What follows belongs to an exercise in optimizing a design on an open flow for small area, a short achievable clock period and few clock cycles; a production flow would make more cautious choices. At most, simulation tests tie the RTL to the original design; equivalence was not proved. Function not checked in runs 4 to 6: the RTL went through the layout flow alone. No activity file was given, so power comes from the tool's default toggle rates.

File: design.v
package fb_pkg;
	localparam int PKT_BITS = 52;
	localparam int SYM_FIELD_BITS = 8;
	localparam int COORD_BITS = 16;
	localparam int COLOR_BITS = 4;
	localparam int COLOR_WORD_BITS = 3 * COLOR_BITS;
	localparam logic [COLOR_BITS-1:0] DEFAULT_CHAN = COLOR_BITS'(5);
	typedef struct packed {
		logic [COLOR_WORD_BITS-1:0] color;
		logic [COORD_BITS-1:0]      width;
		logic [COORD_BITS-1:0]      height;
		logic [SYM_FIELD_BITS-1:0]  sym_id;
	} prog_pkt_t;
	typedef struct packed {
		logic [PKT_BITS-2*COORD_BITS-SYM_FIELD_BITS-1:0] rsvd;
		logic [COORD_BITS-1:0]                          top;
		logic [COORD_BITS-1:0]                          left;
		logic [SYM_FIELD_BITS-1:0]                      sym_id;
	} draw_pkt_t;
	typedef union packed {
		prog_pkt_t prog;
		draw_pkt_t draw;
	} pkt_word_t;
endpackage
`timescale 1ns/1ps
import fb_pkg::*;
module attr_tables
#(
	parameter int SYM_ID_BITS = 4
) (
	input  logic                       i_clk,
	input  logic                       i_prog_we,
	input  fb_pkg::pkt_word_t          i_pkt,
	input  logic [SYM_ID_BITS-1:0]     i_dim_id,
	input  logic [SYM_ID_BITS-1:0]     i_color_id,
	output logic [1:0]                 o_width,
	output logic [1:0]                 o_height,
	output logic [COLOR_WORD_BITS-1:0] o_color
);
	localparam int NUM_SYMS = 1 << SYM_ID_BITS;
	logic [COLOR_WORD_BITS-1:0] color_mem  [NUM_SYMS];
	logic [1:0]                 width_mem  [NUM_SYMS];
	logic [1:0]                 height_mem [NUM_SYMS];
	logic [SYM_ID_BITS-1:0] wr_id;
	logic [1:0]             wr_width;
	logic [1:0]             wr_height;
	assign wr_id = i_pkt.prog.sym_id[SYM_ID_BITS-1:0];
	always_comb begin
		wr_width  = i_pkt.prog.width[1:0];
		if (i_pkt.prog.width[COORD_BITS-1:2] != '0) begin
			wr_width = 2'd3;
		end
		wr_height = i_pkt.prog.height[1:0];
		if (i_pkt.prog.height[COORD_BITS-1:2] != '0 || i_pkt.prog.height[1:0] == 2'd3) begin
			wr_height = 2'd2;
		end
	end
	always_ff @(posedge i_clk) begin
		if (i_prog_we) begin
			color_mem[wr_id]  <= i_pkt.prog.color;
			width_mem[wr_id]  <= wr_width;
			height_mem[wr_id] <= wr_height;
		end
	end
	assign o_width  = width_mem[i_dim_id];
	assign o_height = height_mem[i_dim_id];
	always_ff @(posedge i_clk) begin
		o_color <= color_mem[i_color_id];
	end
endmodule
`timescale 1ns/1ps
import fb_pkg::*;
module draw_cmd_fifo
#(
	parameter int SYM_ID_BITS = 4
) (
	input  logic                   i_clk,
	input  logic                   n_btn_rst,
	input  logic                   i_push,
	input  fb_pkg::pkt_word_t      i_pkt,
	input  logic [1:0]             i_width,
	input  logic [1:0]             i_height,
	output logic                   o_valid,
	output logic [SYM_ID_BITS-1:0] o_id,
	output logic [1:0]             o_left,
	output logic [1:0]             o_top,
	output logic [1:0]             o_width,
	output logic [1:0]             o_height
);
	logic on_grid;
	assign on_grid = (i_pkt.draw.left[COORD_BITS-1:2] == '0) &&
	                 (i_pkt.draw.top[COORD_BITS-1:2] == '0) &&
	                 (i_pkt.draw.top[1:0] != 2'd3);
	always_ff @(posedge i_clk or negedge n_btn_rst) begin
		if (!n_btn_rst) begin
			o_valid <= 1'b0;
		end else begin
			o_valid <= i_push && on_grid;
		end
	end
	always_ff @(posedge i_clk) begin
		o_id     <= i_pkt.draw.sym_id[SYM_ID_BITS-1:0];
		o_left   <= i_pkt.draw.left[1:0];
		o_top    <= i_pkt.draw.top[1:0];
		o_width  <= i_width;
		o_height <= i_height;
	end
endmodule
`timescale 1ns/1ps
module sym_rasterizer
#(
	parameter int H_UNITS = 4,
	parameter int V_UNITS = 3
) (
	input  logic                         i_valid,
	input  logic [1:0]                   i_left,
	input  logic [1:0]                   i_top,
	input  logic [1:0]                   i_width,
	input  logic [1:0]                   i_height,
	output logic [H_UNITS*V_UNITS-1:0]   o_wr_mask
);
	logic [H_UNITS-1:0] col_hit;
	logic [V_UNITS-1:0] row_hit;
	logic [2:0]         right;
	logic [2:0]         bottom;
	assign right  = {1'b0, i_left} + {1'b0, i_width};
	assign bottom = {1'b0, i_top} + {1'b0, i_height};
	for (genvar x = 0; x < H_UNITS; x++) begin : g_col
		assign col_hit[x] = (3'(x) >= {1'b0, i_left}) && (3'(x) <= right);
	end
	for (genvar y = 0; y < V_UNITS; y++) begin : g_row
		assign row_hit[y] = (3'(y) >= {1'b0, i_top}) && (3'(y) <= bottom);
	end
	for (genvar u = 0; u < H_UNITS * V_UNITS; u++) begin : g_unit
		assign o_wr_mask[u] = i_valid && col_hit[u % H_UNITS] && row_hit[u / H_UNITS];
	end
endmodule
`timescale 1ns/1ps
module page_store #(
	parameter int SYM_ID_BITS = 4,
	parameter int H_UNITS = 4,
	parameter int V_UNITS = 3
) (
	input  logic                         i_clk,
	input  logic                         i_flip,
	input  logic [H_UNITS*V_UNITS-1:0]   i_wr_mask,
	input  logic [SYM_ID_BITS-1:0]       i_wr_id,
	input  logic [1:0]                   i_rd_col,
	input  logic [1:0]                   i_rd_row,
	input  logic [H_UNITS*V_UNITS-1:0]   i_clear_mask,
	output logic [SYM_ID_BITS-1:0]       o_rd_id
);
	localparam int NUM_UNITS = H_UNITS * V_UNITS;
	logic [SYM_ID_BITS-1:0] front [NUM_UNITS];
	logic [SYM_ID_BITS-1:0] back  [NUM_UNITS];
	for (genvar u = 0; u < NUM_UNITS; u++) begin : g_unit
		logic [SYM_ID_BITS-1:0] back_wr;
		logic [SYM_ID_BITS-1:0] front_clr;
		assign back_wr   = i_wr_mask[u] ? i_wr_id : back[u];
		assign front_clr = i_clear_mask[u] ? '0 : front[u];
		always_ff @(posedge i_clk) begin
			front[u] <= i_flip ? back_wr : front_clr;
			back[u]  <= i_flip ? front_clr : back_wr;
		end
	end
	logic [SYM_ID_BITS-1:0] row_rd [V_UNITS];
	for (genvar y = 0; y < V_UNITS; y++) begin : g_row
		assign row_rd[y] = front[y * H_UNITS + int'(i_rd_col)];
	end
	assign o_rd_id = i_rd_row[1] ? row_rd[2] : (i_rd_row[0] ? row_rd[1] : row_rd[0]);
endmodule
`timescale 1ns/1ps
import fb_pkg::*;
module pixel_colorer
#(
	parameter int SYM_ID_BITS = 4,
	parameter int H_UNITS = 4,
	parameter int V_UNITS = 3
) (
	input  logic                       i_clk,
	input  logic                       n_btn_rst,
	input  logic                       i_draw_en,
	input  logic [COORD_BITS-1:0]      i_sx,
	input  logic [COORD_BITS-1:0]      i_sy,
	input  logic [SYM_ID_BITS-1:0]     i_rd_id,
	input  logic [COLOR_WORD_BITS-1:0] i_color,
	output logic [1:0]                 o_rd_col,
	output logic [1:0]                 o_rd_row,
	output logic [H_UNITS*V_UNITS-1:0] o_clear_mask,
	output logic [SYM_ID_BITS-1:0]     o_color_id,
	output logic [COLOR_BITS-1:0]      o_color_r,
	output logic [COLOR_BITS-1:0]      o_color_g,
	output logic [COLOR_BITS-1:0]      o_color_b
);
	logic                   last_pix;
	logic                   en_q1;
	logic                   en_q2;
	logic [SYM_ID_BITS-1:0] id_q1;
	assign o_rd_col = i_sx[3:2];
	assign o_rd_row = i_sy[3:2];
	assign last_pix = i_draw_en && (i_sx[1:0] == 2'd3) && (i_sy[1:0] == 2'd3);
	for (genvar u = 0; u < H_UNITS * V_UNITS; u++) begin : g_clr
		assign o_clear_mask[u] = last_pix && (i_sx[3:2] == 2'(u % H_UNITS)) &&
		                         (i_sy[3:2] == 2'(u / H_UNITS));
	end
	always_ff @(posedge i_clk) begin
		id_q1 <= i_rd_id;
	end
	assign o_color_id = id_q1;
	always_ff @(posedge i_clk or negedge n_btn_rst) begin
		if (!n_btn_rst) begin
			en_q1 <= 1'b0;
			en_q2 <= 1'b0;
		end else begin
			en_q1 <= i_draw_en;
			en_q2 <= en_q1;
		end
	end
	always_ff @(posedge i_clk) begin
		if (en_q2) begin
			o_color_r <= i_color[COLOR_BITS-1:0];
			o_color_g <= i_color[2*COLOR_BITS-1:COLOR_BITS];
			o_color_b <= i_color[3*COLOR_BITS-1:2*COLOR_BITS];
		end else begin
			o_color_r <= DEFAULT_CHAN;
			o_color_g <= DEFAULT_CHAN;
			o_color_b <= DEFAULT_CHAN;
		end
	end
endmodule
`timescale 1ns/1ps
import fb_pkg::*;
module framebuf_manager
#(
	parameter int SYM_ID_BITS = 4,
	parameter int H_UNITS = 4,
	parameter int V_UNITS = 3
) (
	input  logic                  i_clk,
	input  logic                  n_btn_rst,
	input  logic                  i_sym_mode,
	input  logic                  i_pkt_valid,
	input  fb_pkg::pkt_word_t     i_pkt,
	input  logic                  i_frame_end,
	input  logic                  i_draw_en,
	input  logic [COORD_BITS-1:0] i_sx,
	input  logic [COORD_BITS-1:0] i_sy,
	output logic [COLOR_BITS-1:0] o_color_r,
	output logic [COLOR_BITS-1:0] o_color_g,
	output logic [COLOR_BITS-1:0] o_color_b,
	output logic                  o_cmd_full,
	output logic                  o_draw_idle
);
	localparam int NUM_UNITS = H_UNITS * V_UNITS;
	logic                       prog_we;
	logic                       draw_we;
	logic [1:0]                 sym_width;
	logic [1:0]                 sym_height;
	logic                       cmd_valid;
	logic [SYM_ID_BITS-1:0]     cmd_id;
	logic [1:0]                 cmd_left;
	logic [1:0]                 cmd_top;
	logic [1:0]                 cmd_width;
	logic [1:0]                 cmd_height;
	logic [NUM_UNITS-1:0]       wr_mask;
	logic [NUM_UNITS-1:0]       clear_mask;
	logic [1:0]                 rd_col;
	logic [1:0]                 rd_row;
	logic [SYM_ID_BITS-1:0]     rd_id;
	logic [SYM_ID_BITS-1:0]     color_id;
	logic [COLOR_WORD_BITS-1:0] color_word;
	assign prog_we = i_pkt_valid && !i_sym_mode;
	assign draw_we = i_pkt_valid && i_sym_mode;
	assign o_cmd_full  = 1'b0;
	assign o_draw_idle = 1'b1;
	attr_tables #(.SYM_ID_BITS(SYM_ID_BITS)) u_attr (
		.i_clk(i_clk), .i_prog_we(prog_we), .i_pkt(i_pkt),
		.i_dim_id(i_pkt.draw.sym_id[SYM_ID_BITS-1:0]), .i_color_id(color_id),
		.o_width(sym_width), .o_height(sym_height), .o_color(color_word)
	);
	draw_cmd_fifo #(.SYM_ID_BITS(SYM_ID_BITS)) u_fifo (
		.i_clk(i_clk), .n_btn_rst(n_btn_rst), .i_push(draw_we), .i_pkt(i_pkt),
		.i_width(sym_width), .i_height(sym_height),
		.o_valid(cmd_valid), .o_id(cmd_id), .o_left(cmd_left), .o_top(cmd_top),
		.o_width(cmd_width), .o_height(cmd_height)
	);
	sym_rasterizer #(.H_UNITS(H_UNITS), .V_UNITS(V_UNITS)) u_rast (
		.i_valid(cmd_valid), .i_left(cmd_left), .i_top(cmd_top),
		.i_width(cmd_width), .i_height(cmd_height), .o_wr_mask(wr_mask)
	);
	page_store #(.SYM_ID_BITS(SYM_ID_BITS), .H_UNITS(H_UNITS), .V_UNITS(V_UNITS)) u_pages (
		.i_clk(i_clk), .i_flip(i_frame_end), .i_wr_mask(wr_mask), .i_wr_id(cmd_id),
		.i_rd_col(rd_col), .i_rd_row(rd_row), .i_clear_mask(clear_mask), .o_rd_id(rd_id)
	);
	pixel_colorer #(.SYM_ID_BITS(SYM_ID_BITS), .H_UNITS(H_UNITS), .V_UNITS(V_UNITS)) u_colorer (
		.i_clk(i_clk), .n_btn_rst(n_btn_rst), .i_draw_en(i_draw_en),
		.i_sx(i_sx), .i_sy(i_sy), .i_rd_id(rd_id), .i_color(color_word),
		.o_rd_col(rd_col), .o_rd_row(rd_row), .o_clear_mask(clear_mask),
		.o_color_id(color_id),
		.o_color_r(o_color_r), .o_color_g(o_color_g), .o_color_b(o_color_b)
	);
endmodule
File: constraint.sdc
create_clock -name core_clock -period 6.0 [get_ports {i_clk}]
set_input_delay 1.2000 -clock core_clock [delete_from_list [all_inputs] [get_ports {i_clk}]]
set_output_delay 1.2000 -clock core_clock [all_outputs]
set_load 0.01 [all_outputs]
File: config.mk
export PLATFORM = sky130hd
export DESIGN_NAME = framebuf_manager
export DESIGN_NICKNAME = framebuf_manager
export VERILOG_FILES = /design/flow/design.v
export SDC_FILE = /design/flow/constraint.sdc
export NUM_CORES = 4
export LEC_CHECK = 0
export CAP_MARGIN = 20
export CORE_MARGIN = 2
export CORE_UTILIZATION = 40
export SLEW_MARGIN = 20
File: run.sh
#!/bin/bash
# synth_recipe.tcl (not shown) runs the flow's synth.tcl, then flattens the netlist and writes it again
# the make line also repeats each setting of config.mk as NAME=value (left out here)
make -C /OpenROAD-flow-scripts/flow DESIGN_CONFIG=/design/flow/config.mk WORK_HOME=/design/flow/orfs CLKGATE_MAP_FILE= SYNTH_SCRIPT=/design/flow/synth_recipe.tcl finish
==> run_results.csv, run 1 <==
group,metric,value,unit
logic_synthesis,async_flop_share,0.759,%
detailed_routing,post_drt_wl_per_cell,22.6,um
timing,fmax,271,MHz
logic_synthesis,ys_ff_latch,395,
grt,grt_max_degree,69,
detailed_routing,drc,0,
logic_synthesis,synth-simple-area-share,4.50,%
logic_synthesis,synth.area.mux_share,15.3,%
floorplan,rows,70,
logic_synthesis,synth_cell_types,49,
floorplan,die-height,198,um
logic_synthesis,synth_top_family_by_area,"multiplexers",
grt,grt_antenna_before_repair,0,
critical_path,worstSetupPathType,"in2reg",
floorplan,dieArea,39100,sq um
logic_synthesis,synth_fa_ha_area_share,0.434,%
layout,fin_nets,1057,
layout,postLayoutCellArea,17600,sq um
flow_run,cap_viol_max_count,0,
layout,antennaDiodeCount,0,
timing,setup_violations,0,
critical_path,worstPathMaxFanout,21,
timing,finalSetupTns,0,ns
logic_synthesis,synthesis.area,15000,sq um
status,run_status,"finished clean",
critical_path,cp-end-kind,"register",
cts,post_cts_buffers,0,
cts,root_buffer,"clkbuf_16",
timing,tightest_slew,1.17,ns
grt,grt_pass1_wl,50400,um
cts,htreeDepth,2,
logic_synthesis,syn_area_per_cell,17.2,sq um
detailed_routing,drt_iter0_drc,533,
critical_path,cp.arrival,3.85,ns
timing,slew_violations,0,
timing,rsz0062_at_grt,"false",
detailed_routing,wl,32900,um
floorplan,core,36800,sq um
cts,worstSkewPairLatency,0.55,ns
layout,layout-drive-gt1-share,22.5,%
detailed_routing,drt_first_pass_iters,5,
detailed_routing,via_per_inst,5.51,
logic_synthesis,syn_inst,873,
timing,finClkSkew,0.0103,ns
placement,port_buffers,73,
placement,hpwl,19600,um
timing,post-route-period-util,61.5,%
layout,fin_util,48.0,%
cts,hold_buffers,0,
grt,grt_pass1_vias,8219,
detailed_routing,ant_nets,0,
power,cellPowerDensity,328,nW/um^2
timing,hold_violations,0,
cts,clock_path_buffers,3,
logic_synthesis,synth_compound_area_share,8.17,%
cts,cts_buffers,42,
placement,place_congestion,0.752,
logic_synthesis,synth_edf_count,256,
timing,max_slew_margin,21.8,%
floorplan,design.portCount,104,
detailed_routing,vias,8044,
logic_synthesis,yosysSeqAreaShare,69.9,%
logic_synthesis,yosys_warnings,7,
logic_synthesis,synth_xor_area_share,0,%
floorplan,start_util,40.8,%
logic_synthesis,ys.flop_type,"edfxtp_1",
cts,clkTransAtPathRegs,0.06,ns
floorplan,die_width,198,um
critical_path,rrSetupSlack,3.24,ns
timing,fin_crit,3.69,ns
hold_path,min_path_type,"reg2reg",
grt,globalRouteOverflowTotal,0,
critical_path,critPathRequiredTime,6.16,ns
layout,syn_to_final_growth,17.6,%
power,p_leak,6.01,nW
power,ir_worst_vdd,0.197,mV
critical_path,critPathLaunchType,"primary input",
placement,placed_area,16300,sq um
grt,groute.usage.overall,17.2,%
cts,cts_tree,"done",
cts,cts.repair.resized,0,
logic_synthesis,synth_nets,967,
cts,clock-sinks,395,
## layout by cell type (no fill, tap or decap), types with 9 or more instances in the layout
cell,instances
nand2_1,28
clkinv_1,9
a21oi_1,10
buf_4,19
o2bb2ai_1,14
a22o_1,74
o21ai_0,12
mux2_2,39
nand2b_1,10
clkbuf_16,45
clkbuf_1,9
inv_1,14
edfxtp_1,256
nor2_1,18
a22oi_1,33
mux2i_1,9
dfxtp_1,134
clkdlybuf4s50_1,72
nand3_1,15
mux4_2,76
## worst max-delay path, stage by stage
cell and delay [ns]:
clkdlybuf4s50_1 1.24, nand4b_1 0.51, nor2_2 0.88
## metal layers
metal	vias up	GRT usage, %	routed length (um)
li1	3675	-	-
met4	0	5.60	777
met2	175	27.4	15800
met5	-	0	0
met3	50	3.06	1440
met1	4144	24.1	14900
## report_power, final
group          total (W)  internal, W  switching [W]
combinational   0.000316     0.000157       0.000159
clock            0.00246      0.00144        0.00102
sequential       0.00302      0.00296      0.0000532
## state kept, by name (all words and copies together), names as in the netlist, 4 cells and up
register	flops
u_attr.color_mem	192
u_attr.height_mem	32
u_attr.o_color	12
u_attr.width_mem	32
u_colorer.id_q1	4
u_colorer.o_color_b	4
u_colorer.o_color_g	4
u_colorer.o_color_r	4
u_fifo.o_id	4
u_pages.back	48
u_pages.front	48
## kinds of logic after synthesis
logic type | Yosys count
AND/OR/NAND/NOR | 128
flip-flops | 395
buffers and inverters | 62
adder cells (fa/ha/maj) | 4
multiplexers | 128
AO/OA/AOI/OAI | 154
other | 2
## final cells by class
class,count,area [sq um]
clock buffer,57,1200
multi-input combinational,416,4340
tap,468,586
fill,3101,19100
clock inverter,15,96.3
sequential,395,10500
timing repair buffer,92,868
inverter,16,60.1
## synth_stat cells, drive strengths merged, types with 4 or more instances
library cell,instances,share of area [%]
mux2,43,3.3
a22oi,33,1.7
mux4,76,11
clkbuf,34,0.85
nand3,15,0.50
dfxtp,136,18
nor2b,8,0.33
nand2b,10,0.42
a22o,74,4.3
a21oi,10,0.33
nor2,30,0.75
o2bb2ai,14,0.82
nand2,28,0.70
a31oi,4,0.17
nor3,5,0.20
mux2i,9,0.60
and2,8,0.33
o21ai,12,0.40
edfxtp,256,51
nor4,7,0.29
inv,15,0.38
buf,12,0.40
## path summary, 6_finish.rpt
path,to,cells after the start,startpoint
max,u_attr.color_mem[15][5]$_DFFE_PP_,3,i_pkt[1]
min,u_colorer.en_q2$_DFF_PN0_,0,u_colorer.en_q1$_DFF_PN0_
max reg2reg,u_pages.back[3][0]$_DFF_P_,7,u_fifo.o_left[0]$_DFF_P_
min reg2reg,u_colorer.en_q2$_DFF_PN0_,0,u_colorer.en_q1$_DFF_PN0_
max in group asynchronous,u_fifo.o_valid$_DFF_PN0_,1,n_btn_rst
min in group asynchronous,u_colorer.en_q1$_DFF_PN0_,1,n_btn_rst
## per-stage QoR
stage | cells | power (W) | hold slack [ns] | worst slack, ns
after floorplan | 873 | 0.00324 | 0.331 | 2.53
after global placement | 1387 | 0.00339 | 0.341 | 1.75
after detailed placement | 1387 | 0.00339 | 0.340 | 1.75
after CTS | 1459 | 0.00585 | 0.366 | 2.32
after global routing | 1459 | 0.00598 | 0.369 | 2.23
final | 1459 | 0.00579 | 0.362 | 2.31
Testbench counts, summed over its fixed seeds: cycles 1,536.
==> run 2: changes to the inputs <==
--- a/config.mk
+++ b/config.mk
@@ -9,3 +9,4 @@
 export CORE_MARGIN = 2
 export CORE_UTILIZATION = 40
+export SETUP_SLACK_MARGIN = 4.0
 export SLEW_MARGIN = 20
==> run_results.csv, run 2 <==
group,metric,value,unit
critical_path,critPathRequiredTime,6.44,ns
critical_path,worstSetupPathType,"reg2reg",
grt,grt_pass1_vias,8946,
critical_path,critPathLaunchType,"register",
logic_synthesis,synth_top_family_by_area,"multiplexers",
grt,grt_max_degree,68,
critical_path,cp_cell_sequence,"ha_4 > inv_2 > fa_2 > a22oi_2 > or4b_4 > mux2_4 > a22o_1",
layout,layout_common_cells,"edfxtp_1, dfxtp_1, mux4_2, a22o_1",
critical_path,critPathTopFamily,"adder cells",
layout,largest_reg_flops,192,
cts,clock-sinks,395,
logic_synthesis,synth_fa_ha_area_share,0.434,%
power,ir_worst_vdd,0.167,mV
detailed_routing,drc,0,
detailed_routing,via_per_inst,5.60,
logic_synthesis,synthesis.area,15000,sq um
power,switching_share,22.2,%
critical_path,rrSetupSlack,3.64,ns
timing,fin_crit,2.36,ns
hold_path,hold_depth,0,
floorplan,dieArea,39100,sq um
cts,clkTransAtPathRegs,0.06,ns
floorplan,die-height,198,um
critical_path,rr_endpoint,"u_pages.front[6][2]$_DFF_P_",
cts,htreeDepth,2,
logic_synthesis,synth_top_area_cell,"edfxtp_1",
hold_path,hold_end,"u_colorer.en_q2$_DFF_PN0_",
logic_synthesis,synth.area.top_cells,"edfxtp_1, dfxtp_1, mux4_2",
timing,fmax,424,MHz
detailed_routing,wl,37400,um
layout,antennaDiodeCount,0,
critical_path,cp-end-kind,"register",
cts,root_buffer,"clkbuf_16",
timing,setup_violations,0,
logic_synthesis,yosysMostFrequentCell,"edfxtp_1",
grt,busiest_layer,"met2",
logic_synthesis,synth_common_cells,"edfxtp_1, dfxtp_1, mux4_2",
floorplan,die_width,198,um
cts,cts_buffers,42,
timing,post-route-period-util,39.3,%
floorplan,start_util,40.8,%
placement,hpwl,19800,um
logic_synthesis,synth_nets,967,
critical_path,cp.arrival,2.80,ns
timing,hold_violations,0,
placement,place_congestion,0.733,
layout,postLayoutCellArea,19600,sq um
power,cellInternalPower,0.00459,W
layout,layout-drive-gt1-share,39.9,%
critical_path,reg2reg_depth,7,
floorplan,core,36800,sq um
detailed_routing,ant_nets,0,
cts,worstSkewPairLatency,0.55,ns
logic_synthesis,synth-simple-area-share,4.50,%
cts,clock_path_buffers,3,
placement,port_buffers,73,
grt,grt_antenna_before_repair,2,
grt,use_met1,26.3,%
layout,regMostFlops,"u_attr.color_mem",
power,power,0.00590,W
floorplan,rows,70,
layout,top_regs,"u_attr.color_mem x192, u_pages.back x48, u_pages.front x48",
logic_synthesis,syn_inst,873,
grt,met3_usage,3.41,%
layout,final_common_cell,"edfxtp_1",
cts,cts_tree,"done",
layout,fillers,2904,
critical_path,worst_r2r_startpoint,"u_fifo.o_left[0]$_DFF_P_",
timing,tightest_slew,0.819,ns
layout,fin_util,53.3,%
grt,groute.usage.overall,19.3,%
grt,global_route.usage.met2,31.6,%
timing,finalSetupTns,0,ns
logic_synthesis,ys_ff_latch,395,
detailed_routing,drt_iter0_drc,716,
grt,globalRouteOverflowTotal,0,
logic_synthesis,async_flop_share,0.759,%
logic_synthesis,yosysTopAreaCellShare,51.2,%
detailed_routing,vias,8664,
power,p_leak,6.86,nW
critical_path,cpPeakStageDelay,0.54,ns
timing,slew_violations,0,
logic_synthesis,ys.flop_type,"edfxtp_1",
layout,syn_to_final_growth,30.6,%
critical_path,cp_slowest_cell,"or4b_4",
critical_path,worstPathMaxFanout,4,
flow_run,cap_viol_max_count,0,
power,switchingPower,0.00131,W
timing,finClkSkew,0.0246,ns
status,run_status,"finished clean",
logic_synthesis,synth_compound_area_share,8.17,%
power,seq_power_share,51.1,%
logic_synthesis,syn_area_per_cell,17.2,sq um
detailed_routing,drt_first_pass_iters,5,
logic_synthesis,synth_xor_area_share,0,%
layout,seq_area,10500,sq um
logic_synthesis,synth_edf_count,256,
power,p_comb_share,7.0,%
critical_path,crit_buf_inv,1,
power,clkPwrFrac,41.9,%
logic_synthesis,yosysSeqAreaShare,69.9,%
detailed_routing,post_drt_wl_per_cell,24.1,um
logic_synthesis,yosys_warnings,7,
floorplan,design.portCount,104,
layout,multi_input_area,5150,sq um
layout,fin_nets,1140,
timing,max_slew_margin,45.4,%
logic_synthesis,synth.area.mux_share,15.3,%
hold_path,min_path_type,"reg2reg",
grt,grt_pass1_wl,55600,um
logic_synthesis,synth_cell_types,49,
timing,rsz0062_at_grt,"true",
power,cellPowerDensity,301,nW/um^2
placement,placed_area,16800,sq um
hold_path,hp-start,"u_colorer.en_q1$_DFF_PN0_",
## run 2: stage by stage
stage / std cells / worst slack [ns] / hold slack [ns]
3_3_place_gp: 1378 / 2.10 / 0.339
3_5_place_dp: 1378 / 2.11 / 0.339
5_1_grt: 1548 / 3.60 / 0.363
4_1_cts: 1528 / 3.66 / 0.354
2_1_floorplan: 873 / 3.33 / 0.331
6_report: 1548 / 3.64 / 0.354
## run 2: worst max-delay path by stage
stage / endpoint / depth (start not counted) / from / slack, ns
4_1_cts: u_pages.front[6][2]$_DFF_P_ / 6 / u_fifo.o_top[0]$_DFF_P_ / 3.66
3_5_place_dp: u_attr.color_mem[3][2]$_DFFE_PP_ / 4 / i_pkt[0] / 2.11
2_1_floorplan: u_attr.color_mem[0][0]$_DFFE_PP_ / 3 / i_pkt[0] / 3.33
5_1_grt: u_pages.back[6][2]$_DFF_P_ / 7 / u_fifo.o_left[0]$_DFF_P_ / 3.60
6_report: u_pages.front[6][2]$_DFF_P_ / 7 / u_fifo.o_left[0]$_DFF_P_ / 3.64
3_3_place_gp: u_attr.color_mem[3][2]$_DFFE_PP_ / 4 / i_pkt[0] / 2.10
## run 2: cell type report
type                       instances  area share, %
tap                              468           2.99
sequential                       395           53.6
inverter                          16          0.332
multi-input combinational        418           26.3
clock inverter                    16          0.619
timing repair buffer             173           10.1
clock buffer                      62           6.06
## run 2: cells by family after synthesis
group | count (synthesis)
AO/OA/AOI/OAI | 154
multiplexers | 128
other | 2
AND/OR/NAND/NOR | 128
adder cells (fa/ha/maj) | 4
flip-flops | 395
buffers and inverters | 62
## run 2: routing by layer
layer  up-vias  routed length, um
met5         -                 31
met3        57               1780
li1       3867                  -
met1      4518              16500
met2       218              18300
met4         4                790
## run 2: power groups by stage
stage	clock, W	sequential, W	combinational (W)
3_5_place_dp	0	0.00308	0.000346
2_1_floorplan	0	0.00305	0.000228
5_1_grt	0.00264	0.00302	0.000447
3_3_place_gp	0	0.00308	0.000342
4_1_cts	0.00252	0.00301	0.000397
6_report	0.00247	0.00301	0.000415
## run 2: repair_timing
item	CTS	global route
setup endpoints to repair	449	343
gates resized for setup	223	59
gates cloned	7	2
hold buffers	0	0
pin swaps	52	28
buffers inserted	65	18
==> run 3: changes to the inputs <==
--- a/config.mk
+++ b/config.mk
@@ -9,4 +9,4 @@
 export CORE_MARGIN = 2
 export CORE_UTILIZATION = 40
-export SETUP_SLACK_MARGIN = 4.0
+export SETUP_SLACK_MARGIN = 3.5
 export SLEW_MARGIN = 20
==> run_results.csv, run 3 <==
group,metric,value,unit
cts,htreeDepth,2,
cts,worstSkewPairLatency,0.56,ns
power,power,0.00579,W
floorplan,die_width,198,um
logic_synthesis,synth.area.mux_share,15.3,%
logic_synthesis,synth_common_cells,"edfxtp_1, dfxtp_1, mux4_2",
floorplan,core,36800,sq um
grt,grt_max_degree,69,
logic_synthesis,synthesis.area,15000,sq um
logic_synthesis,synth_xor_area_share,0,%
placement,port_buffers,73,
floorplan,start_util,40.8,%
timing,setup_violations,0,
floorplan,rows,70,
cts,cts_tree,"done",
floorplan,die-height,198,um
logic_synthesis,yosys_warnings,7,
logic_synthesis,yosysSeqAreaShare,69.9,%
detailed_routing,drt_iter0_drc,605,
detailed_routing,vias,8367,
grt,grt_pass1_vias,8471,
status,run_status,"finished clean",
layout,top_regs,"u_attr.color_mem x192, u_pages.back x48, u_pages.front x48",
cts,hold_buffers,0,
timing,post-route-period-util,41.0,%
grt,globalRouteOverflowTotal,0,
logic_synthesis,syn_inst,873,
cts,root_buffer,"clkbuf_16",
power,ir_worst_vdd,0.191,mV
critical_path,cp-end-kind,"register",
timing,finClkSkew,0.0285,ns
layout,fin_nets,1092,
grt,groute.usage.overall,18.0,%
timing,slew_violations,0,
logic_synthesis,synth_edf_count,256,
cts,clock-sinks,395,
layout,layout_common_cells,"edfxtp_1, dfxtp_1, mux4_2, a22o_1, clkdlybuf4s50_1",
critical_path,critPathRequiredTime,6.42,ns
layout,fillers,3041,
logic_synthesis,async_flop_share,0.759,%
detailed_routing,ant_nets,0,
layout,layout-drive-gt1-share,28.2,%
critical_path,cp.arrival,2.88,ns
cts,clock_path_buffers,3,
hold_path,min_path_type,"reg2reg",
logic_synthesis,yosysMostFrequentCell,"edfxtp_1",
placement,place_congestion,0.727,
critical_path,critPathLaunchType,"register",
layout,largest_reg_flops,192,
layout,seq_area,10500,sq um
logic_synthesis,synth_fa_ha_area_share,0.434,%
logic_synthesis,ys.flop_type,"edfxtp_1",
logic_synthesis,synth_compound_area_share,8.17,%
layout,final_common_cell,"edfxtp_1",
logic_synthesis,synth-simple-area-share,4.50,%
logic_synthesis,syn_area_per_cell,17.2,sq um
critical_path,worstSetupPathType,"reg2reg",
detailed_routing,wl,35000,um
timing,hold_violations,0,
logic_synthesis,yosysTopAreaCellShare,51.2,%
placement,hpwl,19700,um
cts,clkTransAtPathRegs,0.06,ns
timing,finalSetupTns,0,ns
cts,cts_buffers,42,
layout,syn_to_final_growth,23.0,%
logic_synthesis,ys_ff_latch,395,
layout,antennaDiodeCount,0,
layout,multi_input_area,4580,sq um
grt,grt_pass1_wl,52500,um
detailed_routing,via_per_inst,5.59,
timing,fin_crit,2.46,ns
power,p_leak,6.39,nW
timing,fmax,407,MHz
flow_run,cap_viol_max_count,0,
critical_path,worstPathMaxFanout,4,
grt,grt_antenna_before_repair,0,
logic_synthesis,synth_top_area_cell,"edfxtp_1",
power,cellPowerDensity,314,nW/um^2
timing,rsz0062_at_grt,"false",
floorplan,dieArea,39100,sq um
logic_synthesis,synth_nets,967,
logic_synthesis,synth_top_family_by_area,"multiplexers",
timing,tightest_slew,0.849,ns
floorplan,design.portCount,104,
timing,max_slew_margin,43.4,%
layout,regMostFlops,"u_attr.color_mem",
detailed_routing,drt_first_pass_iters,5,
logic_synthesis,synth_cell_types,49,
detailed_routing,post_drt_wl_per_cell,23.4,um
detailed_routing,drc,0,
logic_synthesis,synth.area.top_cells,"edfxtp_1, dfxtp_1, mux4_2",
run 3: changes by cell type in the layout (fill, tap and decap cells not counted), moves of 9 or more:
| cell | previous run | this run |
|---|---|---|
| buf_6 | 32 | 2 |
| mux2_2 | 14 | 39 |
| clkdlybuf4s15_1 | 9 | 0 |
| mux2_4 | 29 | 3 |
| o21ai_0 | 1 | 12 |
| nand3_1 | 1 | 13 |
| a21oi_1 | 0 | 10 |
| buf_4 | 45 | 29 |
| a21oi_2 | 10 | 0 |
| o21ai_1 | 11 | 0 |
| buf_2 | 13 | 1 |
| clkdlybuf4s50_1 | 17 | 51 |
| dfxtp_1 | 122 | 131 |
run 3: power by group:
part	switching [W]	internal, W	total [W]	leakage (nW)
clock	0.00104	0.00139	0.00243	0.639
sequential	0.0000465	0.00296	0.00301	3.56
combinational	0.000181	0.000167	0.000349	2.19
total	0.00127	0.00452	0.00579	6.39
run 3: final timing paths:
kind                                           start                          to  slack (ns)  cells past startpoint
max                          u_fifo.o_top[0]$_DFF_P_  u_pages.back[6][3]$_DFF_P_        3.54                      6
min                        u_colorer.en_q1$_DFF_PN0_   u_colorer.en_q2$_DFF_PN0_        0.36                      0
max reg2reg                  u_fifo.o_top[0]$_DFF_P_  u_pages.back[6][3]$_DFF_P_        3.54                      6
min reg2reg                u_colorer.en_q1$_DFF_PN0_   u_colorer.en_q2$_DFF_PN0_        0.36                      0
max in group asynchronous                  n_btn_rst    u_fifo.o_valid$_DFF_PN0_        4.97                      1
min in group asynchronous                  n_btn_rst   u_colorer.en_q1$_DFF_PN0_        0.86                      1
run 3: what timing repair did:
item | CTS | global route
buffers inserted | 38 | 3
setup endpoints to repair | 378 | 316
resized for setup | 39 | 33
cloned | 0 | 2
pin swaps | 22 | 4
run 3: cell families (layout without fill, tap and decap cells):
family          count (synthesis)  in the layout
flops                         395            395
compound gates                154            154
mux                           128            128
simple gates                  128            128
buf+inv                        62            219
fa+ha+maj                       4              4
other cells                     2              2
run 3: cell type report:
type | instances | share of cell area, %
well taps | 468 | 3.17
multi-input cells | 416 | 24.8
repair buffers | 127 | 7.71
clock inverters | 13 | 0.583
inverters | 16 | 0.325
clock buffers | 63 | 6.50
flip-flops and latches | 395 | 56.9
run 3: metal layers:
layer  part of all wire [%]  GRT usage [%]  wire (um)
met5                      0              0          0
met4                    2.1           4.98        740
met3                    5.1           3.19       1790
met2                     48           28.7      16600
met1                     45           25.6      15800
run 3: stage by stage:
step	hold slack [ns]	util, %	area, sq um	instances	setup slack [ns]
CTS	0.356	49.6	18300	1492	3.49
floorplan	0.331	-	15200	873	3.33
finish	0.356	50.2	18500	1498	3.54
global route	0.363	50.2	18500	1498	3.49
global placement	0.341	44.5	16400	1378	2.09
detailed placement	0.345	44.5	16400	1378	2.05
run 3: critical path, stage by stage, from the launching register on:
cell	delay, ns
dfxtp_2	0.36
ha_1	0.22
fa_2	0.58
nor3_4	0.08
or4b_4	0.54
mux2_1	0.37
a22o_1	0.19
==> run 4: changes to the inputs <==
--- a/design.v
+++ b/design.v
@@ -122,13 +122,21 @@
 	logic [H_UNITS-1:0] col_hit;
 	logic [V_UNITS-1:0] row_hit;
-	logic [2:0]         right;
-	logic [2:0]         bottom;
-	assign right  = {1'b0, i_left} + {1'b0, i_width};
-	assign bottom = {1'b0, i_top} + {1'b0, i_height};
-	for (genvar x = 0; x < H_UNITS; x++) begin : g_col
-		assign col_hit[x] = (3'(x) >= {1'b0, i_left}) && (3'(x) <= right);
-	end
-	for (genvar y = 0; y < V_UNITS; y++) begin : g_row
-		assign row_hit[y] = (3'(y) >= {1'b0, i_top}) && (3'(y) <= bottom);
+	logic [3:0]         x_reach;
+	logic [3:0]         y_reach;
+	assign x_reach = {i_width == 2'd3, i_width[1], i_width != 2'd0, 1'b1};
+	assign y_reach = {i_height == 2'd3, i_height[1], i_height != 2'd0, 1'b1};
+	always_comb begin
+		for (int x = 0; x < H_UNITS; x++) begin
+			col_hit[x] = 1'b0;
+			for (int l = 0; l <= x; l++) begin
+				col_hit[x] = col_hit[x] | ((i_left == 2'(l)) & x_reach[x - l]);
+			end
+		end
+		for (int y = 0; y < V_UNITS; y++) begin
+			row_hit[y] = 1'b0;
+			for (int t = 0; t <= y; t++) begin
+				row_hit[y] = row_hit[y] | ((i_top == 2'(t)) & y_reach[y - t]);
+			end
+		end
 	end
 	for (genvar u = 0; u < H_UNITS * V_UNITS; u++) begin : g_unit
==> run_results.csv, run 4 <==
group,metric,value,unit
grt,grt_pass1_wl,52000,um
status,run_status,"finished clean",
logic_synthesis,yosys_warnings,8,
layout,regMostFlops,"u_attr.color_mem",
critical_path,critPathLaunchType,"primary input",
critical_path,cp-end-kind,"register",
logic_synthesis,synth_cell_types,52,
cts,clkTransAtPathRegs,0.06,ns
layout,layout_common_cells,"edfxtp_1, dfxtp_1, mux4_2, a22o_1, clkdlybuf4s50_1",
placement,placed_area,16500,sq um
floorplan,start_util,40.4,%
placement,dp_cells,1438,
timing,post-route-period-util,42.1,%
layout,postLayoutCellArea,18400,sq um
critical_path,rr_endpoint,"u_attr.o_color[8]$_DFF_P_",
cts,hold_buffers,0,
logic_synthesis,yosysMostFrequentCell,"edfxtp_1",
logic_synthesis,yosysTopAreaCellShare,50.8,%
detailed_routing,met1_length,15400,um
hold_path,min_path_type,"reg2reg",
critical_path,rrSetupSlack,3.76,ns
critical_path,cp-startpoint,"i_draw_en",
cts,cts_tree,"done",
cts,htreeDepth,2,
logic_synthesis,ys_ff_latch,395,
cts,worstSkewPairLatency,0.56,ns
layout,antennaDiodeCount,0,
grt,grt_max_degree,65,
critical_path,worstPathMaxFanout,4,
detailed_routing,drt_iter0_drc,654,
logic_synthesis,syn_inst,895,
logic_synthesis,synthesis.area,15100,sq um
floorplan,dieArea,39400,sq um
layout,stdcell_count,1554,
logic_synthesis,synth_nets,985,
layout,top_regs,"u_attr.color_mem x192, u_pages.back x48, u_pages.front x48",
critical_path,reg2reg_depth,4,
cts,clock_path_buffers,3,
cts,clock-sinks,395,
detailed_routing,vias,8442,
power,ir_worst_vdd,0.203,mV
detailed_routing,met3_length,1750,um
detailed_routing,drc,0,
detailed_routing,wl_met2,16600,um
timing,slew_violations,0,
detailed_routing,drt_first_pass_iters,5,
layout,layout-drive-gt1-share,23.4,%
cts,root_buffer,"clkbuf_16",
detailed_routing,ant_nets,0,
power,p_leak,6.33,nW
detailed_routing,post_drt_wl_per_cell,22.2,um
logic_synthesis,synth_common_cells,"edfxtp_1, dfxtp_1, mux4_2",
floorplan,design.portCount,104,
floorplan,core,37500,sq um
detailed_routing,wl,34500,um
critical_path,worstSetupPathType,"in2reg",
timing,fmax,396,MHz
logic_synthesis,async_flop_share,0.759,%
grt,groute.usage.overall,17.7,%
timing,finalSetupTns,0,ns
logic_synthesis,yosysSeqAreaShare,69.3,%
grt,globalRouteOverflowTotal,0,
cts,cts_buffers,41,
critical_path,crit_path_end,"u_pages.back[3][3]$_DFF_P_",
timing,setup_violations,0,
critical_path,cp.arrival,2.97,ns
logic_synthesis,synth.area.top_cells,"edfxtp_1, dfxtp_1, mux4_2",
floorplan,die-height,198,um
timing,rsz0062_at_grt,"true",
layout,final_common_cell,"edfxtp_1",
floorplan,rows,71,
timing,hold_violations,0,
layout,fin_nets,1103,
layout,fillers,3168,
critical_path,worst_r2r_startpoint,"u_colorer.id_q1[0]$_DFF_P_",
timing,tightest_slew,1.01,ns
placement,hpwl,19900,um
grt,grt_pass1_vias,8449,
placement,place_congestion,0.791,
timing,max_slew_margin,32.4,%
logic_synthesis,syn_area_per_cell,16.9,sq um
logic_synthesis,ys.flop_type,"edfxtp_1",
detailed_routing,via_per_inst,5.43,
flow_run,cap_viol_max_count,0,
placement,port_buffers,73,
grt,grt_antenna_before_repair,1,
logic_synthesis,synth_top_area_cell,"edfxtp_1",
timing,fin_crit,2.52,ns
layout,largest_reg_flops,192,
logic_synthesis,synth_edf_count,256,
timing,finClkSkew,0.0310,ns
critical_path,critPathRequiredTime,6.44,ns
floorplan,die_width,198,um
power,cellPowerDensity,311,nW/um^2
layout,syn_to_final_growth,21.4,%
detailed_routing,top_layer,"met4",
-- run 4: changes by cell type in the layout (fill, tap and decap cells not counted), sizes merged, moves of 4 or more --
cell | before | now
nor3 | 5 | 25
clkbuf | 68 | 60
nand3 | 15 | 5
mux2i | 9 | 16
inv | 15 | 3
a22o | 74 | 60
a31oi | 4 | 8
o211ai | 1 | 9
o21ai | 12 | 4
nand2 | 28 | 49
o2bb2ai | 14 | 4
a221o | 0 | 20
mux2 | 43 | 32
-- run 4: worst min path at each step --
stage | start | endpoint | slack, ns | cells after the start
3_5_place_dp | u_colorer.en_q1$_DFF_PN0_ | u_colorer.en_q2$_DFF_PN0_ | 0.34 | 0
5_1_grt | u_colorer.en_q1$_DFF_PN0_ | u_colorer.en_q2$_DFF_PN0_ | 0.37 | 0
4_1_cts | u_colorer.en_q1$_DFF_PN0_ | u_colorer.en_q2$_DFF_PN0_ | 0.36 | 0
6_report | u_colorer.en_q1$_DFF_PN0_ | u_colorer.en_q2$_DFF_PN0_ | 0.36 | 0
3_3_place_gp | u_colorer.en_q1$_DFF_PN0_ | u_colorer.en_q2$_DFF_PN0_ | 0.34 | 0
2_1_floorplan | u_colorer.en_q1$_DFF_PN0_ | u_colorer.en_q2$_DFF_PN0_ | 0.33 | 0
-- run 4: what timing repair did --
item	in CTS	in global routing
cloned	0	1
setup buffers	40	2
pin swaps	18	4
setup endpoints to repair	387	279
gates resized for setup	28	24
-- run 4: logic make-up (layout without fill, tap and decap cells) --
kind of cell,Yosys count,count (layout),share of synthesized area [%]
compound gates,157,157,8.46
flops,395,395,69.3
simple gates,163,163,5.69
mux,124,124,14.9
other cells,2,2,0.0496
buf+inv,54,202,1.58
-- run 4: layout make-up --
| cell class | instances | area, sq um | area share [%] |
|---|---|---|---|
| Clock buffer | 57 | 1120 | 6.08 |
| Clock inverter | 16 | 151 | 0.824 |
| Inverter | 3 | 11.3 | 0.0613 |
| Multi-Input combinational cell | 446 | 4600 | 25.0 |
| Sequential cell | 395 | 10500 | 57.1 |
| Tap cell | 511 | 639 | 3.48 |
| Timing Repair Buffer | 126 | 1350 | 7.37 |
-- run 4: metal layers --
metal | global-route usage [%] | vias to the layer above
met5 | 0 | -
met4 | 4.84 | 0
met3 | 2.61 | 49
met2 | 28.5 | 242
met1 | 25.3 | 4296
li1 | - | 3855
-- run 4: power breakdown --
group	switching, W	internal, W
clock	0.00102	0.00139
sequential	0.0000339	0.00296
combinational	0.000175	0.000140
total	0.00123	0.00449
-- run 4: critical path, cell delays in order --
cell	delay, ns
clkdlybuf4s50_1	0.64
nor4bb_2	0.36
and2_1	0.28
a31oi_1	0.20
a22o_1	0.28
-- run 4: metrics by stage --
stage	utilization [%]	worst slack, ns	power [W]	hold WS (ns)
after floorplan	-	3.33	0.00322	0.331
after global placement	44.0	2.08	0.00335	0.336
after detailed placement	44.0	2.11	0.00336	0.342
after CTS	48.7	3.44	0.00576	0.360
after global routing	49.0	3.47	0.00591	0.370
final	49.0	3.48	0.00572	0.357
==> run 5: changes to the inputs <==
--- a/config.mk
+++ b/config.mk
@@ -8,5 +8,7 @@
 export CAP_MARGIN = 20
 export CORE_MARGIN = 2
-export CORE_UTILIZATION = 40
+export CORE_UTILIZATION = 60
+export CTS_BUF_LIST = sky130_fd_sc_hd__clkbuf_4 sky130_fd_sc_hd__clkbuf_8
+export CTS_CLUSTER_SIZE = 30
 export SETUP_SLACK_MARGIN = 3.5
 export SLEW_MARGIN = 20
==> run_results.csv, run 5 <==
group,metric,value,unit
logic_synthesis,synth_nets,985,
cts,root_buffer,"clkbuf_8",
placement,dpl_worst_slack,1.69,ns
grt,grt_pass1_vias,9146,
floorplan,rows,58,
power,power,0.00541,W
cts,worstSkewPairLatency,0.62,ns
grt,groute.usage.overall,27.1,%
hold_path,min_path_type,"reg2reg",
timing,rsz0062_at_grt,"false",
power,switching_share,22.2,%
flow_run,cap_viol_max_count,0,
layout,fin_nets,1106,
timing,timing.hold.ws,0.352,ns
logic_synthesis,syn_inst,895,
placement,port_buffers,73,
floorplan,die_width,163,um
logic_synthesis,ys.flop_type,"edfxtp_1",
power,cellPowerDensity,303,nW/um^2
power,cellInternalPower,0.00421,W
detailed_routing,vias,8866,
logic_synthesis,synth.area.top_cells,"edfxtp_1, dfxtp_1, mux4_2",
timing,fmax,403,MHz
power,clkPwrFrac,38.9,%
timing,post-route-period-util,41.4,%
logic_synthesis,synth_top_area_cell,"edfxtp_1",
power,p_comb_share,5.5,%
cts,htreeDepth,2,
critical_path,cp_slowest_cell,"clkdlybuf4s50_1",
layout,largest_reg_flops,192,
logic_synthesis,ys_ff_latch,395,
timing,finalSetupTns,0,ns
detailed_routing,via_per_inst,6.36,
grt,grt_antenna_before_repair,0,
layout,syn_to_final_growth,18.1,%
detailed_routing,drc,0,
power,ir_worst_vdd,0.289,mV
timing,max_slew_margin,33.1,%
critical_path,cp.arrival,2.78,ns
layout,antennaDiodeCount,0,
logic_synthesis,yosys_warnings,8,
floorplan,die-height,163,um
critical_path,worstPathMaxFanout,16,
logic_synthesis,syn_area_per_cell,16.9,sq um
placement,placed_area,16200,sq um
timing,fin_crit,2.48,ns
timing,finClkSkew,0.0333,ns
logic_synthesis,async_flop_share,0.759,%
layout,layout-drive-gt1-share,25.5,%
cts,clkTransAtPathRegs,0.07,ns
critical_path,cp_cell_sequence,"clkdlybuf4s50_1 > nand2b_1 > nor2_1 > nand2_2 > nor3_4 > buf_12",
cts,clock_path_buffers,3,
critical_path,critPathRequiredTime,6.30,ns
cts,cts_buffers,59,
logic_synthesis,yosysMostFrequentCell,"edfxtp_1",
detailed_routing,drt_first_pass_iters,7,
floorplan,dieArea,26500,sq um
floorplan,core,25000,sq um
logic_synthesis,synth_edf_count,256,
layout,fillers,1655,
timing,tightest_slew,1.00,ns
timing,setup_violations,0,
logic_synthesis,synth_cell_types,52,
logic_synthesis,synth_common_cells,"edfxtp_1, dfxtp_1, mux4_2",
critical_path,critPathLaunchType,"primary input",
grt,grt_pass1_wl,53200,um
power,switchingPower,0.00120,W
logic_synthesis,yosysTopAreaCellShare,50.8,%
cts,cts_tree,"done",
power,seq_power_share,55.6,%
status,run_status,"finished clean",
layout,top_regs,"u_attr.color_mem x192, u_pages.back x48, u_pages.front x48",
timing,slew_violations,0,
timing,hold_violations,0,
placement,place_congestion,0.843,
critical_path,cpPeakStageDelay,0.56,ns
logic_synthesis,yosysSeqAreaShare,69.3,%
layout,final_common_cell,"edfxtp_1",
critical_path,crit_buf_inv,2,
layout,layout_common_cells,"edfxtp_1, dfxtp_1, mux4_2, clkbuf_8, a22o_1",
detailed_routing,ant_nets,0,
cts,clock-sinks,395,
placement,hpwl,20700,um
critical_path,critPathTopFamily,"simple AND/OR/NAND/NOR gates",
layout,postLayoutCellArea,17900,sq um
floorplan,start_util,60.6,%
detailed_routing,wl,34800,um
grt,grt_max_degree,65,
timing,fin_ws,3.52,ns
floorplan,design.portCount,104,
grt,globalRouteOverflowTotal,0,
power,p_leak,6.23,nW
logic_synthesis,synthesis.area,15100,sq um
critical_path,cp-end-kind,"register",
detailed_routing,drt_iter0_drc,976,
critical_path,worstSetupPathType,"in2reg",
detailed_routing,post_drt_wl_per_cell,24.9,um
layout,regMostFlops,"u_attr.color_mem",
-- run 5: routing by layer --
| metal | share of wire, % | wire, um | global-route usage [%] |
|---|---|---|---|
| met5 | 0 | 0 | 0 |
| met2 | 49 | 16900 | 42.8 |
| met3 | 6.1 | 2130 | 4.53 |
| met4 | 2.7 | 954 | 9.61 |
| met1 | 43 | 14800 | 38.7 |
-- run 5: cell type report --
cell class                 count  area, sq um  share of cell area [%]
multi-input combinational    446         4590                    25.7
tap                          330          413                    2.31
clock inverter                24          121                   0.679
clock buffer                  85         1040                    5.81
timing repair buffer         111         1200                    6.71
sequential                   395        10500                    58.7
inverter                       3         15.0                  0.0841
-- run 5: worst register-to-register path, stage by stage (launching register included) --
cell and delay, ns:
dfxtp_1 0.50, a211o_1 0.24, nand2_1 0.36, or2_1 0.46, a221o_1 0.38
-- run 5: power groups by stage --
stage / clock [W] / sequential, W / combinational, W
floorplan: 0 / 0.00304 / 0.000186
global placement: 0 / 0.00306 / 0.000280
detailed placement: 0 / 0.00306 / 0.000293
CTS: 0.00214 / 0.00301 / 0.000295
global route: 0.00227 / 0.00301 / 0.000322
finish: 0.00210 / 0.00300 / 0.000297
-- run 5: cell families after synthesis --
| logic type | Yosys count | synth area share, % |
|---|---|---|
| AOI/OAI and AO/OA | 157 | 8.46 |
| muxes | 124 | 14.9 |
| and+or+nand+nor | 163 | 5.69 |
| buffers and inverters | 54 | 1.58 |
| DFF | 395 | 69.3 |
| other | 2 | 0.0496 |
-- run 5: worst paths after layout --
kind                                           start                          endpoint  slack (ns)  cells past startpoint
max                                      i_pkt_valid  u_attr.color_mem[1][9]$_DFFE_PP_        3.52                      6
min                        u_colorer.en_q1$_DFF_PN0_         u_colorer.en_q2$_DFF_PN0_        0.35                      0
max reg2reg                  u_fifo.o_top[1]$_DFF_P_       u_pages.back[10][3]$_DFF_P_        3.93                      4
min reg2reg                u_colorer.en_q1$_DFF_PN0_         u_colorer.en_q2$_DFF_PN0_        0.35                      0
max in group asynchronous                  n_btn_rst          u_fifo.o_valid$_DFF_PN0_        5.05                      1
min in group asynchronous                  n_btn_rst         u_colorer.en_q1$_DFF_PN0_        0.78                      1
-- run 5: metrics by stage --
| stage | util [%] | cells |
|---|---|---|
| 6_report | 71.6 | 1394 |
| 5_1_grt | 71.6 | 1394 |
| 4_1_cts | 71.4 | 1393 |
| 3_5_place_dp | 65.1 | 1254 |
| 3_3_place_gp | 65.1 | 1254 |
| 2_1_floorplan | - | 895 |
-- run 5: what timing repair did --
item	in CTS	in global routing
gates resized for setup	26	10
hold buffers	0	0
setup buffers	30	1
endpoints found under the setup margin	382	74
endpoints found under the hold margin	0	0
pin swaps	18	1
==> run 6: changes to the inputs <==
==> flow/run.sh (new file) <==
#!/bin/bash
# The standard layout (the standard.sh, unchanged synthesis and steps),
# with every input and output port buffered by a plain buf_2 instead of the
# cell buffer_ports picks by default. All tool output goes to flow.log
set -o pipefail
bash standard.sh "BUFFER_PORTS_ARGS=-buffer_cell sky130_fd_sc_hd__buf_2" finish > flow.log 2>&1
==> standard.sh (new file) <==
#!/bin/bash
# synth_recipe.tcl (not shown) runs the flow's synth.tcl, then flattens the netlist and writes it again
# the make line also repeats each setting of config.mk as NAME=value (left out here)
make -C /OpenROAD-flow-scripts/flow DESIGN_CONFIG=/design/flow/config.mk WORK_HOME=/design/flow/orfs CLKGATE_MAP_FILE= SYNTH_SCRIPT=/design/flow/synth_recipe.tcl "${@:-finish}"
removed: run.sh
==> run_results.csv, run 6 <==
group,metric,value,unit
detailed_routing,wl,34100,um
grt,groute.usage.overall,26.3,%
floorplan,rows,58,
timing,slew_violations,0,
timing,post-route-period-util,40.9,%
timing,finalSetupTns,0,ns
timing,hold_violations,0,
power,switching_share,21.7,%
floorplan,core,25000,sq um
logic_synthesis,ys.flop_type,"edfxtp_1",
cts,hold_buffers,0,
grt,grt_antenna_before_repair,1,
timing,rsz0062_at_grt,"true",
layout,postLayoutCellArea,17400,sq um
grt,globalRouteOverflowTotal,0,
placement,dpl_worst_slack,2.24,ns
layout,syn_to_final_growth,15.2,%
critical_path,cp.arrival,2.98,ns
placement,hpwl,20100,um
power,seq_power_share,54.4,%
detailed_routing,drc,0,
logic_synthesis,synth_nets,985,
hold_path,min_path_type,"reg2reg",
cts,clkTransAtPathRegs,0.06,ns
floorplan,start_util,60.6,%
layout,fin_util,69.9,%
logic_synthesis,synthesis.area,15100,sq um
placement,placed_area,15900,sq um
placement,port_buffers,73,
hold_path,hold_depth,0,
logic_synthesis,synth_edf_count,256,
critical_path,worstPathMaxFanout,65,
critical_path,cpPeakStageDelay,0.40,ns
layout,final_common_cell,"edfxtp_1",
placement,place_congestion,0.845,
cts,cts_tree,"done",
power,clkPwrFrac,40.7,%
layout,seq_area,10500,sq um
critical_path,critPathRequiredTime,6.53,ns
power,p_comb_share,4.9,%
detailed_routing,drt_iter0_drc,820,
power,ir_worst_vdd,0.319,mV
layout,top_regs,"u_attr.color_mem x192, u_pages.back x48, u_pages.front x48",
logic_synthesis,yosys_warnings,8,
floorplan,dieArea,26500,sq um
status,run_status,"finished clean",
logic_synthesis,async_flop_share,0.759,%
logic_synthesis,synth_common_cells,"edfxtp_1, dfxtp_1, mux4_2",
flow_run,cap_viol_max_count,0,
critical_path,cp_cell_sequence,"buf_2 > buf_8 > clkinv_2 > buf_4 > a31oi_1 > a221o_1",
cts,worstSkewPairLatency,0.60,ns
layout,layout_common_cells,"edfxtp_1, dfxtp_1, mux4_2, buf_2, clkbuf_8",
logic_synthesis,yosysTopAreaCellShare,50.8,%
timing,finClkSkew,0.0184,ns
critical_path,cp_slowest_cell,"a31oi_1",
logic_synthesis,syn_area_per_cell,16.9,sq um
detailed_routing,via_per_inst,6.25,
grt,grt_max_degree,66,
power,cellPowerDensity,316,nW/um^2
logic_synthesis,synth.area.top_cells,"edfxtp_1, dfxtp_1, mux4_2",
detailed_routing,drt_first_pass_iters,5,
timing,fin_ws,3.55,ns
cts,root_buffer,"clkbuf_8",
detailed_routing,post_drt_wl_per_cell,24.6,um
power,p_leak,6.16,nW
layout,multi_input_area,4570,sq um
power,cellInternalPower,0.00432,W
power,switchingPower,0.00120,W
layout,largest_reg_flops,192,
timing,fin_crit,2.45,ns
cts,clock-sinks,395,
floorplan,die_width,163,um
timing,fmax,408,MHz
layout,fillers,1618,
detailed_routing,vias,8666,
timing,max_slew_margin,33.8,%
logic_synthesis,syn_inst,895,
critical_path,cp-end-kind,"register",
critical_path,critPathLaunchType,"primary input",
logic_synthesis,yosysMostFrequentCell,"edfxtp_1",
timing,setup_violations,0,
cts,htreeDepth,2,
grt,grt_pass1_wl,51400,um
logic_synthesis,synth_top_area_cell,"edfxtp_1",
floorplan,design.portCount,104,
cts,cts_buffers,60,
logic_synthesis,ys_ff_latch,395,
floorplan,die-height,163,um
logic_synthesis,yosysSeqAreaShare,69.3,%
detailed_routing,ant_nets,0,
grt,grt_pass1_vias,8805,
cts,clock_path_buffers,3,
critical_path,reg2reg_depth,3,
layout,layout-drive-gt1-share,31.4,%
logic_synthesis,synth_cell_types,52,
critical_path,worstSetupPathType,"in2reg",
timing,tightest_slew,0.993,ns
layout,fin_nets,1096,
layout,regMostFlops,"u_attr.color_mem",
[run 6: through the flow]
stage / std cells / hold WS [ns] / power [W]
floorplan: 895 / 0.331 / 0.00322
global placement: 1252 / 0.341 / 0.00331
detailed placement: 1252 / 0.336 / 0.00332
CTS: 1386 / 0.349 / 0.00556
global route: 1386 / 0.364 / 0.00572
finish: 1387 / 0.349 / 0.00552
[run 6: area by class of cell]
cell class | count | area share [%]
flip-flops and latches | 395 | 60.2
multi-input cells | 446 | 26.2
clock buffers | 89 | 6.27
repair buffers | 100 | 4.03
well taps | 330 | 2.37
clock inverters | 23 | 0.897
inverters | 3 | 0.0718
diodes | 1 | 0.0144
[run 6: repair_timing]
item                                    CTS  global route
cloned                                    0             0
setup buffers                            22             0
endpoints found under the setup margin  236           101
pin swaps                                12             1
gates resized for setup                   2             6
[run 6: kinds of logic (layout without fill, tap and decap cells)]
kind of cell           after synthesis  count (layout)  synth area share, %
flip-flops                         395             395                 69.3
multiplexers                       124             124                 14.9
other                                2               3               0.0496
buffers and inverters               54             215                 1.58
AND/OR/NAND/NOR                    163             163                 5.69
AO/OA/AOI/OAI                      157             157                 8.46
[run 6: path summary, 6_finish.rpt]
check                                            from                          to  slack (ns)
setup / recovery                          i_frame_end  u_pages.back[7][1]$_DFF_P_        3.55
hold / removal              u_colorer.en_q1$_DFF_PN0_   u_colorer.en_q2$_DFF_PN0_        0.35
setup reg to reg           u_colorer.id_q1[0]$_DFF_P_   u_attr.o_color[5]$_DFF_P_        3.92
hold reg to reg             u_colorer.en_q1$_DFF_PN0_   u_colorer.en_q2$_DFF_PN0_        0.35
max in group asynchronous                   n_btn_rst   u_colorer.en_q1$_DFF_PN0_        5.49
min in group asynchronous                   n_btn_rst    u_fifo.o_valid$_DFF_PN0_        0.40
[run 6: routing by layer]
metal,global-route usage [%],vias to the layer above,wire [um]
li1,-,3851,-
met1,37.7,4431,14500
met4,8.41,0,838
met3,5.37,61,2370
met5,0,-,0
met2,41.4,323,16300
[run 6: power groups by stage]
| stage | registers (W) | logic, W | clock network [W] |
|---|---|---|---|
| floorplan | 0.00304 | 0.000186 | 0 |
| global placement | 0.00306 | 0.000252 | 0 |
| detailed placement | 0.00306 | 0.000264 | 0 |
| CTS | 0.00300 | 0.000270 | 0.00229 |
| global route | 0.00301 | 0.000296 | 0.00241 |
| finish | 0.00300 | 0.000272 | 0.00224 |
[run 6: critical path, delay by kind of cell]
kind / cells / cell delay [ns]
compound gates: 2 / 0.63
buf+inv: 4 / 1.12
==> run 7: changes to the inputs <==
--- a/design.v
+++ b/design.v
@@ -151,4 +151,5 @@
 ) (
 	input  logic                         i_clk,
+	input  logic                         n_btn_rst,
 	input  logic                         i_flip,
 	input  logic [H_UNITS*V_UNITS-1:0]   i_wr_mask,
@@ -160,19 +161,35 @@
 );
 	localparam int NUM_UNITS = H_UNITS * V_UNITS;
-	logic [SYM_ID_BITS-1:0] front [NUM_UNITS];
-	logic [SYM_ID_BITS-1:0] back  [NUM_UNITS];
-	for (genvar u = 0; u < NUM_UNITS; u++) begin : g_unit
-		logic [SYM_ID_BITS-1:0] back_wr;
-		logic [SYM_ID_BITS-1:0] front_clr;
-		assign back_wr   = i_wr_mask[u] ? i_wr_id : back[u];
-		assign front_clr = i_clear_mask[u] ? '0 : front[u];
-		always_ff @(posedge i_clk) begin
-			front[u] <= i_flip ? back_wr : front_clr;
-			back[u]  <= i_flip ? front_clr : back_wr;
+	logic front_sel;
+	always_ff @(posedge i_clk or negedge n_btn_rst) begin
+		if (!n_btn_rst) begin
+			front_sel <= 1'b0;
+		end else if (i_flip) begin
+			front_sel <= ~front_sel;
 		end
 	end
+	logic [SYM_ID_BITS-1:0] unit_mem [2][NUM_UNITS];
+	for (genvar p = 0; p < 2; p++) begin : g_page
+		logic                   is_front;
+		logic [SYM_ID_BITS-1:0] wr_data;
+		assign is_front = (front_sel == 1'(p));
+		assign wr_data  = is_front ? '0 : i_wr_id;
+		for (genvar u = 0; u < NUM_UNITS; u++) begin : g_unit
+			logic wr_en;
+			assign wr_en = is_front ? i_clear_mask[u] : i_wr_mask[u];
+			always_ff @(posedge i_clk) begin
+				if (wr_en) begin
+					unit_mem[p][u] <= wr_data;
+				end
+			end
+		end
+	end
+	logic [SYM_ID_BITS-1:0] front_mem [NUM_UNITS];
+	for (genvar u = 0; u < NUM_UNITS; u++) begin : g_front
+		assign front_mem[u] = front_sel ? unit_mem[1][u] : unit_mem[0][u];
+	end
 	logic [SYM_ID_BITS-1:0] row_rd [V_UNITS];
 	for (genvar y = 0; y < V_UNITS; y++) begin : g_row
-		assign row_rd[y] = front[y * H_UNITS + int'(i_rd_col)];
+		assign row_rd[y] = front_mem[y * H_UNITS + int'(i_rd_col)];
 	end
 	assign o_rd_id = i_rd_row[1] ? row_rd[2] : (i_rd_row[0] ? row_rd[1] : row_rd[0]);
@@ -298,5 +315,5 @@
 	);
 	page_store #(.SYM_ID_BITS(SYM_ID_BITS), .H_UNITS(H_UNITS), .V_UNITS(V_UNITS)) u_pages (
-		.i_clk(i_clk), .i_flip(i_frame_end), .i_wr_mask(wr_mask), .i_wr_id(cmd_id),
+		.i_clk(i_clk), .n_btn_rst(n_btn_rst), .i_flip(i_frame_end), .i_wr_mask(wr_mask), .i_wr_id(cmd_id),
 		.i_rd_col(rd_col), .i_rd_row(rd_row), .i_clear_mask(clear_mask), .o_rd_id(rd_id)
 	);
==> run_results.csv, run 7 <==
group,metric,value,unit
detailed_routing,via_per_inst,5.97,
logic_synthesis,synth_nets,832,
detailed_routing,wl,30800,um
logic_synthesis,synth_cell_types,42,
grt,grt_antenna_before_repair,1,
timing,tightest_slew,1.12,ns
layout,layout-drive-gt1-share,38.7,%
logic_synthesis,async_flop_share,1.01,%
layout,largest_reg_flops,192,
timing,rsz0062_at_grt,"false",
layout,fin_nets,966,
detailed_routing,vias,7479,
logic_synthesis,synth.area.top_cells,"edfxtp_1, mux4_2, dfxtp_1",
detailed_routing,drc,0,
detailed_routing,drt_iter0_drc,732,
logic_synthesis,yosysTopAreaCellShare,70.1,%
logic_synthesis,syn_inst,742,
timing,post-route-period-util,40.6,%
critical_path,worstSetupPathType,"in2reg",
critical_path,worstPathMaxFanout,21,
layout,final_common_cell,"edfxtp_1",
cts,clkTransAtPathRegs,0.06,ns
floorplan,dieArea,26400,sq um
timing,slew_violations,0,
grt,grt_pass1_wl,46900,um
grt,globalRouteOverflowTotal,0,
placement,place_congestion,0.803,
critical_path,reg2reg_depth,2,
layout,layout_common_cells,"edfxtp_1, mux4_2, clkbuf_8, buf_2, nand2_1",
detailed_routing,met1_length,13200,um
layout,fillers,1475,
cts,worstSkewPairLatency,0.61,ns
logic_synthesis,synth_common_cells,"edfxtp_1, mux4_2, dfxtp_1, nand2_1, nand3_1",
cts,clock-sinks,396,
placement,placed_area,15800,sq um
hold_path,hold_depth,0,
critical_path,cp.arrival,2.66,ns
critical_path,rrSetupSlack,3.74,ns
timing,max_slew_margin,25.5,%
timing,fmax,410,MHz
floorplan,rows,57,
critical_path,critPathRequiredTime,6.22,ns
detailed_routing,top_layer,"met5",
power,ir_worst_vdd,0.233,mV
cts,cts_buffers,60,
cts,htreeDepth,2,
cts,clock_path_buffers,3,
logic_synthesis,yosys_warnings,8,
layout,syn_to_final_growth,17.3,%
grt,grt_pass1_vias,7930,
cts,hold_buffers,0,
status,run_status,"finished clean",
power,cellPowerDensity,361,nW/um^2
power,p_leak,5.95,nW
cts,cts_tree,"done",
layout,multi_input_area,3610,sq um
logic_synthesis,synth_top_area_cell,"edfxtp_1",
logic_synthesis,syn_area_per_cell,20.3,sq um
logic_synthesis,yosysSeqAreaShare,76.1,%
logic_synthesis,ys.flop_type,"edfxtp_1",
detailed_routing,drt_first_pass_iters,5,
logic_synthesis,synthesis.area,15100,sq um
grt,groute.usage.overall,24.5,%
hold_path,hold_end,"u_colorer.en_q2$_DFF_PN0_",
floorplan,design.portCount,104,
detailed_routing,met3_length,2020,um
flow_run,cap_viol_max_count,0,
floorplan,die_width,162,um
power,power,0.00637,W
layout,antennaDiodeCount,0,
timing,setup_violations,0,
==> run 7: cell families after synthesis <==
logic type             Yosys count  share of synthesized area [%]
AO/OA/AOI/OAI                   39                           1.53
XOR/XNOR                         1                         0.0581
buffers and inverters           41                           1.44
flip-flops                     396                           76.1
multiplexers                   120                           16.0
other                            2                         0.0498
AND/OR/NAND/NOR                143                           4.79
==> run 7: final cells by class <==
cell class / count / share of cell area (%)
Sequential cell: 396 / 65.0
Multi-Input combinational cell: 305 / 20.4
Clock buffer: 102 / 6.92
Timing Repair Buffer: 110 / 4.83
Tap cell: 324 / 2.29
Clock inverter: 12 / 0.531
Inverter: 3 / 0.0637
==> run 7: per-layer routing <==
layer / global-route usage, % / vias to the layer above
met5: 0 / -
li1: - / 3311
met2: 38.1 / 260
met3: 5.09 / 62
met4: 8.21 / 2
met1: 35.7 / 3844
==> run 7: worst max path at each step <==
| stage | slack, ns | endpoint | startpoint | cells after the start |
|---|---|---|---|---|
| floorplan | 3.33 | u_attr.color_mem[3][0]$_DFFE_PP_ | i_pkt[1] | 3 |
| global placement | 2.38 | u_attr.color_mem[3][6]$_DFFE_PP_ | i_pkt[0] | 3 |
| detailed placement | 2.32 | u_attr.color_mem[3][3]$_DFFE_PP_ | i_pkt[0] | 3 |
| CTS | 3.48 | u_pages.unit_mem[11][1]$_DFFE_PP_ | i_draw_en | 5 |
| global route | 3.52 | u_attr.height_mem[8][0]$_DFFE_PP_ | i_pkt[0] | 3 |
| finish | 3.56 | u_attr.height_mem[8][0]$_DFFE_PP_ | i_pkt[0] | 3 |
==> run 7: through the flow <==
| stage | hold slack [ns] | util (%) | setup WS, ns | instances |
|---|---|---|---|---|
| floorplan | 0.331 | - | 3.33 | 742 |
| global placement | 0.343 | 64.8 | 2.38 | 1102 |
| detailed placement | 0.362 | 64.8 | 2.32 | 1102 |
| CTS | 0.363 | 71.3 | 3.48 | 1237 |
| global route | 0.389 | 72.2 | 3.52 | 1252 |
| finish | 0.361 | 72.2 | 3.56 | 1252 |
==> run 7: what timing repair did <==
| item | CTS | global route |
|---|---|---|
| setup buffers | 21 | 13 |
| pin swaps | 9 | 9 |
| resized for setup | 2 | 7 |
| setup endpoints to repair | 191 | 256 |
==> run 7: power by group <==
group	switching, W	internal (W)
combinational	0.000361	0.000408
sequential	0.000143	0.00315
clock	0.000986	0.00132
total	0.00149	0.00488
==> run 7: critical path: stages <==
cell and delay [ns]:
clkbuf_4 0.29, or3_4 0.53, nor2_4 0.61
Testbench counts of run 7, summed over its fixed seeds: cycles 1,536.

Re-timed with assumed drivers on the ports (clkbuf_16 on the clock, buf_2 on other inputs), run 7 has 3.579 ns of setup slack against 3.563 ns with ideal ports, and 2.936 ns once port delays also move by the mid clock arrival of 0.643 ns.
